What follows belongs to an exercise in optimizing a design on an open flow for small area and a short achievable clock period; a production flow would make more cautious choices.
Only simulation tests tie the RTL to the original design; equivalence was not proved.

**flow/design.v**
```verilog
package raster_fixed_pkg;
    parameter int DEF_SIGFIG = 24;
    parameter int DEF_RADIX  = 10;
    typedef enum logic [3:0] {
        MSAA_1X  = 4'b1000,  
        MSAA_4X  = 4'b0100,  
        MSAA_16X = 4'b0010,  
        MSAA_64X = 4'b0001   
    } msaa_e;
endpackage
`timescale 1ns/1ps
module bbox_extent #(
    parameter int SIGFIG = 24
) (
    input  logic [3*SIGFIG-1:0]      tri_x,
    input  logic [3*SIGFIG-1:0]      tri_y,
    output logic signed [SIGFIG-1:0] raw_ll_x,
    output logic signed [SIGFIG-1:0] raw_ll_y,
    output logic signed [SIGFIG-1:0] raw_ur_x,
    output logic signed [SIGFIG-1:0] raw_ur_y,
    output logic                     backface
);
    logic signed [SIGFIG-1:0] x0, x1, x2;
    logic signed [SIGFIG-1:0] y0, y1, y2;
    logic [2:0] sel_ll_x, sel_ll_y, sel_ur_x, sel_ur_y;
    logic signed [SIGFIG:0]     dx10;
    logic signed [SIGFIG:0]     dx21;
    logic signed [SIGFIG:0]     dy10;
    logic signed [SIGFIG:0]     dy21;
    logic signed [2*SIGFIG+1:0] cross_l;
    logic signed [2*SIGFIG+1:0] cross_r;
    assign x0 = tri_x[0*SIGFIG +: SIGFIG];
    assign x1 = tri_x[1*SIGFIG +: SIGFIG];
    assign x2 = tri_x[2*SIGFIG +: SIGFIG];
    assign y0 = tri_y[0*SIGFIG +: SIGFIG];
    assign y1 = tri_y[1*SIGFIG +: SIGFIG];
    assign y2 = tri_y[2*SIGFIG +: SIGFIG];
    assign sel_ll_x[0] = (x0 <= x1) && (x0 <= x2);
    assign sel_ll_x[1] = (x1 <  x0) && (x1 <= x2);
    assign sel_ll_x[2] = (x2 <  x0) && (x2 <  x1);
    assign sel_ll_y[0] = (y0 <= y1) && (y0 <= y2);
    assign sel_ll_y[1] = (y1 <  y0) && (y1 <= y2);
    assign sel_ll_y[2] = (y2 <  y0) && (y2 <  y1);
    assign sel_ur_x[0] = (x0 >= x1) && (x0 >= x2);
    assign sel_ur_x[1] = (x1 >  x0) && (x1 >= x2);
    assign sel_ur_x[2] = (x2 >  x0) && (x2 >  x1);
    assign sel_ur_y[0] = (y0 >= y1) && (y0 >= y2);
    assign sel_ur_y[1] = (y1 >  y0) && (y1 >= y2);
    assign sel_ur_y[2] = (y2 >  y0) && (y2 >  y1);
    always_comb begin
        raw_ll_x = x0;
        if (sel_ll_x[1]) raw_ll_x = x1;
        if (sel_ll_x[2]) raw_ll_x = x2;
        raw_ll_y = y0;
        if (sel_ll_y[1]) raw_ll_y = y1;
        if (sel_ll_y[2]) raw_ll_y = y2;
        raw_ur_x = x0;
        if (sel_ur_x[1]) raw_ur_x = x1;
        if (sel_ur_x[2]) raw_ur_x = x2;
        raw_ur_y = y0;
        if (sel_ur_y[1]) raw_ur_y = y1;
        if (sel_ur_y[2]) raw_ur_y = y2;
    end
    assign dx10     = x1 - x0;
    assign dx21     = x2 - x1;
    assign dy10     = y1 - y0;
    assign dy21     = y2 - y1;
    assign cross_l  = dx10 * dy21;
    assign cross_r  = dx21 * dy10;
    assign backface = cross_l > cross_r;
endmodule
`timescale 1ns/1ps
module subsample_floor #(
    parameter int SIGFIG = 24,
    parameter int RADIX  = 10
) (
    input  logic signed [SIGFIG-1:0] raw_ll_x,
    input  logic signed [SIGFIG-1:0] raw_ll_y,
    input  logic signed [SIGFIG-1:0] raw_ur_x,
    input  logic signed [SIGFIG-1:0] raw_ur_y,
    input  logic [3:0]               msaa_mode,
    output logic signed [SIGFIG-1:0] flr_ll_x,
    output logic signed [SIGFIG-1:0] flr_ll_y,
    output logic signed [SIGFIG-1:0] flr_ur_x,
    output logic signed [SIGFIG-1:0] flr_ur_y
);
    logic signed [SIGFIG-1:0] pitch;
    logic signed [SIGFIG-1:0] keep_mask;
    always_comb begin
        case (msaa_mode)
            raster_fixed_pkg::MSAA_4X: pitch = SIGFIG'(1) << (RADIX - 1);
            raster_fixed_pkg::MSAA_16X: pitch = SIGFIG'(1) << (RADIX - 2);
            raster_fixed_pkg::MSAA_64X: pitch = SIGFIG'(1) << (RADIX - 3);
            default:  pitch = SIGFIG'(1) << RADIX;
        endcase
        keep_mask = ~(pitch - SIGFIG'(1));
    end
    assign flr_ll_x = raw_ll_x & keep_mask;
    assign flr_ll_y = raw_ll_y & keep_mask;
    assign flr_ur_x = raw_ur_x & keep_mask;
    assign flr_ur_y = raw_ur_y & keep_mask;
endmodule
`timescale 1ns/1ps
module screen_clip #(
    parameter int SIGFIG = 24
) (
    input  logic signed [SIGFIG-1:0] raw_ll_x,
    input  logic signed [SIGFIG-1:0] raw_ll_y,
    input  logic signed [SIGFIG-1:0] raw_ur_x,
    input  logic signed [SIGFIG-1:0] raw_ur_y,
    input  logic signed [SIGFIG-1:0] flr_ll_x,
    input  logic signed [SIGFIG-1:0] flr_ll_y,
    input  logic signed [SIGFIG-1:0] flr_ur_x,
    input  logic signed [SIGFIG-1:0] flr_ur_y,
    input  logic signed [SIGFIG-1:0] screen_x,
    input  logic signed [SIGFIG-1:0] screen_y,
    input  logic                     tri_valid,
    input  logic                     backface,
    output logic signed [SIGFIG-1:0] clp_ll_x,
    output logic signed [SIGFIG-1:0] clp_ll_y,
    output logic signed [SIGFIG-1:0] clp_ur_x,
    output logic signed [SIGFIG-1:0] clp_ur_y,
    output logic                     entry_valid
);
    logic off_x, off_y;
    assign clp_ll_x = (raw_ll_x < 0) ? '0 : flr_ll_x;
    assign clp_ll_y = (raw_ll_y < 0) ? '0 : flr_ll_y;
    assign clp_ur_x = (raw_ur_x > screen_x) ? screen_x : flr_ur_x;
    assign clp_ur_y = (raw_ur_y > screen_y) ? screen_y : flr_ur_y;
    assign off_x = (flr_ur_x < 0) || (flr_ll_x > screen_x);
    assign off_y = (flr_ur_y < 0) || (flr_ll_y > screen_y);
    assign entry_valid = tri_valid && !backface && !off_x && !off_y;
endmodule
`timescale 1ns/1ps
module bbox_stall_pipe #(
    parameter int SIGFIG     = 24,
    parameter int PIPE_DEPTH = 3
) (
    input  logic                     clk,
    input  logic                     arst_n,
    input  logic                     halt_n,
    input  logic [3*SIGFIG-1:0]      tri_x,
    input  logic [3*SIGFIG-1:0]      tri_y,
    input  logic signed [SIGFIG-1:0] clp_ll_x,
    input  logic signed [SIGFIG-1:0] clp_ll_y,
    input  logic signed [SIGFIG-1:0] clp_ur_x,
    input  logic signed [SIGFIG-1:0] clp_ur_y,
    input  logic                     entry_valid,
    output logic [3*SIGFIG-1:0]      out_tri_x,
    output logic [3*SIGFIG-1:0]      out_tri_y,
    output logic signed [SIGFIG-1:0] box_ll_x,
    output logic signed [SIGFIG-1:0] box_ll_y,
    output logic signed [SIGFIG-1:0] box_ur_x,
    output logic signed [SIGFIG-1:0] box_ur_y,
    output logic                     out_valid
);
    localparam int W = 1 + 4*SIGFIG + 6*SIGFIG;
    logic         advance;
    logic [W-1:0] entry;
    logic [W-1:0] st [PIPE_DEPTH+1];
    assign advance = halt_n || !out_valid;
    assign entry = {entry_valid, clp_ur_y, clp_ur_x, clp_ll_y, clp_ll_x, tri_y, tri_x};
    assign st[0] = entry;
    for (genvar s = 1; s <= PIPE_DEPTH; s++) begin : g_stage
        always_ff @(posedge clk or negedge arst_n) begin
            if (!arst_n) begin
                st[s] <= '0;
            end else if (advance) begin
                st[s] <= st[s-1];
            end
        end
    end
    assign {out_valid, box_ur_y, box_ur_x, box_ll_y, box_ll_x, out_tri_y, out_tri_x} = st[PIPE_DEPTH];
endmodule
`timescale 1ns/1ps
module bbox_raster #(
    parameter int SIGFIG     = 24,
    parameter int RADIX      = 10,
    parameter int PIPE_DEPTH = 3
) (
    input  logic                     clk,
    input  logic                     arst_n,
    input  logic [3*SIGFIG-1:0]      tri_x,
    input  logic [3*SIGFIG-1:0]      tri_y,
    input  logic                     tri_valid,
    input  logic                     halt_n,
    input  logic signed [SIGFIG-1:0] screen_x,
    input  logic signed [SIGFIG-1:0] screen_y,
    input  logic [3:0]               msaa_mode,
    output logic [3*SIGFIG-1:0]      out_tri_x,
    output logic [3*SIGFIG-1:0]      out_tri_y,
    output logic signed [SIGFIG-1:0] box_ll_x,
    output logic signed [SIGFIG-1:0] box_ll_y,
    output logic signed [SIGFIG-1:0] box_ur_x,
    output logic signed [SIGFIG-1:0] box_ur_y,
    output logic                     out_valid
);
    logic signed [SIGFIG-1:0] raw_ll_x, raw_ll_y, raw_ur_x, raw_ur_y;
    logic                     backface;
    logic signed [SIGFIG-1:0] flr_ll_x, flr_ll_y, flr_ur_x, flr_ur_y;
    logic signed [SIGFIG-1:0] clp_ll_x, clp_ll_y, clp_ur_x, clp_ur_y;
    logic                     entry_valid;
    bbox_extent #(.SIGFIG(SIGFIG)) extent_i (
        .tri_x    (tri_x),
        .tri_y    (tri_y),
        .raw_ll_x (raw_ll_x),
        .raw_ll_y (raw_ll_y),
        .raw_ur_x (raw_ur_x),
        .raw_ur_y (raw_ur_y),
        .backface (backface)
    );
    subsample_floor #(.SIGFIG(SIGFIG), .RADIX(RADIX)) floor_i (
        .raw_ll_x  (raw_ll_x),
        .raw_ll_y  (raw_ll_y),
        .raw_ur_x  (raw_ur_x),
        .raw_ur_y  (raw_ur_y),
        .msaa_mode (msaa_mode),
        .flr_ll_x  (flr_ll_x),
        .flr_ll_y  (flr_ll_y),
        .flr_ur_x  (flr_ur_x),
        .flr_ur_y  (flr_ur_y)
    );
    screen_clip #(.SIGFIG(SIGFIG)) clip_i (
        .raw_ll_x    (raw_ll_x),
        .raw_ll_y    (raw_ll_y),
        .raw_ur_x    (raw_ur_x),
        .raw_ur_y    (raw_ur_y),
        .flr_ll_x    (flr_ll_x),
        .flr_ll_y    (flr_ll_y),
        .flr_ur_x    (flr_ur_x),
        .flr_ur_y    (flr_ur_y),
        .screen_x    (screen_x),
        .screen_y    (screen_y),
        .tri_valid   (tri_valid),
        .backface    (backface),
        .clp_ll_x    (clp_ll_x),
        .clp_ll_y    (clp_ll_y),
        .clp_ur_x    (clp_ur_x),
        .clp_ur_y    (clp_ur_y),
        .entry_valid (entry_valid)
    );
    bbox_stall_pipe #(.SIGFIG(SIGFIG), .PIPE_DEPTH(PIPE_DEPTH)) pipe_i (
        .clk         (clk),
        .arst_n      (arst_n),
        .halt_n      (halt_n),
        .tri_x       (tri_x),
        .tri_y       (tri_y),
        .clp_ll_x    (clp_ll_x),
        .clp_ll_y    (clp_ll_y),
        .clp_ur_x    (clp_ur_x),
        .clp_ur_y    (clp_ur_y),
        .entry_valid (entry_valid),
        .out_tri_x   (out_tri_x),
        .out_tri_y   (out_tri_y),
        .box_ll_x    (box_ll_x),
        .box_ll_y    (box_ll_y),
        .box_ur_x    (box_ur_x),
        .box_ur_y    (box_ur_y),
        .out_valid   (out_valid)
    );
endmodule
```
**flow/run.sh**
```bash
#!/bin/bash
# synth_recipe.tcl (not shown) runs the flow's synth.tcl, then flattens the netlist and writes it again
# the make line also repeats each setting of config.mk as NAME=value (left out here)
make -C /OpenROAD-flow-scripts/flow DESIGN_CONFIG=/design/flow/config.mk WORK_HOME=/design/flow/orfs CLKGATE_MAP_FILE= SYNTH_SCRIPT=/design/flow/synth_recipe.tcl finish
```
**flow/config.mk**
```make
export PLATFORM = sky130hd
export DESIGN_NAME = bbox_raster
export DESIGN_NICKNAME = bbox_raster
export VERILOG_FILES = /design/flow/design.v
export SDC_FILE = /design/flow/constraint.sdc
export NUM_CORES = 4
export LEC_CHECK = 0
export CAP_MARGIN = 20
export CORE_MARGIN = 2
export CORE_UTILIZATION = 40
export SLEW_MARGIN = 20
```
**flow/constraint.sdc**
```tcl
create_clock -name core_clock -period 14.0 [get_ports {clk}]
set_input_delay 2.8000 -clock core_clock [delete_from_list [all_inputs] [get_ports {clk}]]
set_output_delay 2.8000 -clock core_clock [all_outputs]
set_load 0.01 [all_outputs]
```
==> run summary <==
largest reg by FF count pipe_i.st; CP max stage delay 0.55 ns; Yosys top cell by area fa_1; Critical Path Slowest Stage Cell fa_1; clk buf depth 3; Seq. cell area 17000 um^2; final core occ 50.3%; max FFs per register 681; DR iter-0 viols 5662; Synth top cells by count nand2_1, inv_1, fa_1; via count 69300; die area 208000 um^2; vias in the first global route 73100; Avg Vias per Cell 5.14; Data arrival, critical path 14.14 ns; post-layout minimum cycle time 13.61 ns; dpl cells 13300; Multi-input gate area 58700 um^2; GRT Util Overall 29.6%; num ports 441; routed length per placed instance 22.6 um; worst skew pair latency 0.67 ns; Pre-Repair DR Iteration Count 5; Critical Path Sink Type register; Max Cap Viol 0; Top cell by count, worst path fa_1; I/O Buffers 426; register clock-pin slew on the reported worst setup and hold paths 0.07 ns; nets 12800; final std cells w/o fill 13500; drt drc 0; proportion of layout cells with a drive suffix above 1 14.8%; ys async rst share 100%; R2R cell count 5; Mapped Avg Cell Area 8.73 um^2; worst slew pin tran 1.18 ns; hold buffer count at CTS 0; antenna-violating nets left 0; status timing/DRC/antenna clean; chip height 456 um; grt total ovfl 0; Final period util 97.2%; most frequent cell after synthesis nand2_1; CTS tree yes; Setup WS pre-CTS -1.03 ns; largest net degree at the start of global routing 231; crit path kind input pin to register; area grow syn2layout 24.8%; cts bufs inserted 68; clk root buf clkbuf_16; drt total wl 305 mm; Post-Syn Area 81800 um^2; Hold WS 0.454 ns; final worst slack 0.389 ns; fill count 19400; Initial Utilization 40.3%; TNS Setup 0 ns; # setup viols final 0; Sink Count 681; Core Box Area 203000 um^2; Mapped Cells 9362; first-pass GRT wire length 462 mm; Final Cell Area 102000 um^2; type of origin of the critical path input pin; Die Wd 456 um; initial antenna violation count 11; clk_skew 0.0217 ns; synth top area cells fa_1, dfrtp_1, nand2_1; required time worst endpoint 14.53 ns; Hold Violations, Final 0; yosys warns 4; Yosys cell types 83; part of the Yosys area used for sequential elements 20.8%; Synth Flop Type dfrtp_1; Top Registers pipe_i.st: 681 flops; H-tree levels 3; Post-synth EDFFs 0; #FFs+latches synth 681; Crit Path Max Fanout 5; hold crit path type register to register; DP HPWL 261 mm; Hold Crit Depth 2; Slew Viols, Final 0; Max Freq 0.0735 GHz; placed cell area 98600 um^2; Yosys top cell area share 32.3%; # rows 165; GPL Wtd Cong 1.01; Slew Limit Headroom 20.7%
-- placed cells by master (no fill, tap or decap), types with 23 or more instances in the layout --
cell type,count
clkbuf_16,69
nand3_1,62
nor2b_1,78
o211ai_1,26
mux2i_1,47
clkdlybuf4s50_1,403
nand2_1,2524
nand2b_1,86
o21a_1,33
o21bai_1,23
nor2_1,533
dfrtp_1,681
xor2_1,80
nand4_1,65
buf_4,1159
a21oi_1,227
nor3_1,59
ha_1,546
a21o_1,145
o31ai_1,35
and3_1,43
xnor2_1,129
inv_1,1437
buf_12,99
and2_1,96
o21ai_0,224
fa_1,1302
-- cells by family after synthesis --
logic type               after synthesis  synth area share [%]
AND/OR/NAND/NOR                     3666                  18.6
flip-flops                           681                  20.8
other                                  1               0.00459
XOR/XNOR                             236                  2.53
AO/OA/AOI/OAI                       1000                  7.93
buffers and inverters               1849                  8.61
adder cells (fa/ha/maj)             1880                  40.9
multiplexers                          49                 0.603
-- cell type report --
type / instances / share of cell area, %
antenna: 9 / 0.0221
inverter: 1446 / 5.33
sequential: 681 / 16.7
clock inverter: 28 / 0.357
timing repair buffer: 1700 / 14.9
tap: 2672 / 3.28
clock buffer: 96 / 1.92
multi-input combinational: 6845 / 57.5
-- per-layer routing --
metal	wire length [um]	share of wire, %	global-route usage (%)	up-vias
li1	-	-	-	31600
met1	124000	41	38.2	35000
met2	142000	47	47.9	2136
met3	15300	5.0	2.78	572
met4	23500	7.7	18.8	2
met5	17	0.0056	0	-
-- worst max-delay path, delay by kind of cell --
kind | cells | cell delay, ns
XOR/XNOR | 2 | 0.26
multiplexers | 1 | 0.36
adder cells (fa/ha/maj) | 10 | 4.39
AO/OA/AOI/OAI | 14 | 3.14
buffers and inverters | 12 | 1.80
AND/OR/NAND/NOR | 9 | 1.33
-- worst paths after layout --
| check | start | end | slack, ns |
|---|---|---|---|
| min in group asynchronous | arst_n | pipe_i.st[3][89] | 2.21 |
| setup reg to reg | pipe_i.st[3][240] | pipe_i.st[1][25] | 10.55 |
| hold / removal | pipe_i.st[2][1] | pipe_i.st[3][1] | 0.45 |
| hold reg to reg | pipe_i.st[2][1] | pipe_i.st[3][1] | 0.45 |
| setup / recovery | tri_x[31] | pipe_i.st[1][240] | 0.39 |
| max in group asynchronous | arst_n | pipe_i.st[1][7] | 9.32 |
-- timing repair --
item / in CTS / in global routing
endpoints found under the setup margin: 1 / 1
resized for setup: 19 / 190
setup buffers: 1 / 20
pin swaps: 6 / 77

[what the ideal ports hide]
The flow's constraints put no driver on any port. The routed layout listed below was extracted and timed again, unchanged, in two steps.
Step 1 sets driving cells, clkbuf_16 on the clock port and buf_2 on the other inputs (assumed; they add their load-dependent delay and slew).
Step 2 moves the port delays by t, midway between the first and last clock arrival at a register: inputs arrive t later, outputs are due t later. That takes back most of the time a late clock gives input paths.
Slacks: ideal / step 1 / step 2; pairs: ideal / step 1.
shift t [ns]: 0.742
setup slack, ns: 0.389 / 0.414 / -0.327
worst setup path after step 2: input to register
With both steps, setup timing fails in this run, where it was met with ideal ports. The setup slack of this run moves by +0.025 ns with the drivers and by -0.716 ns with both steps.
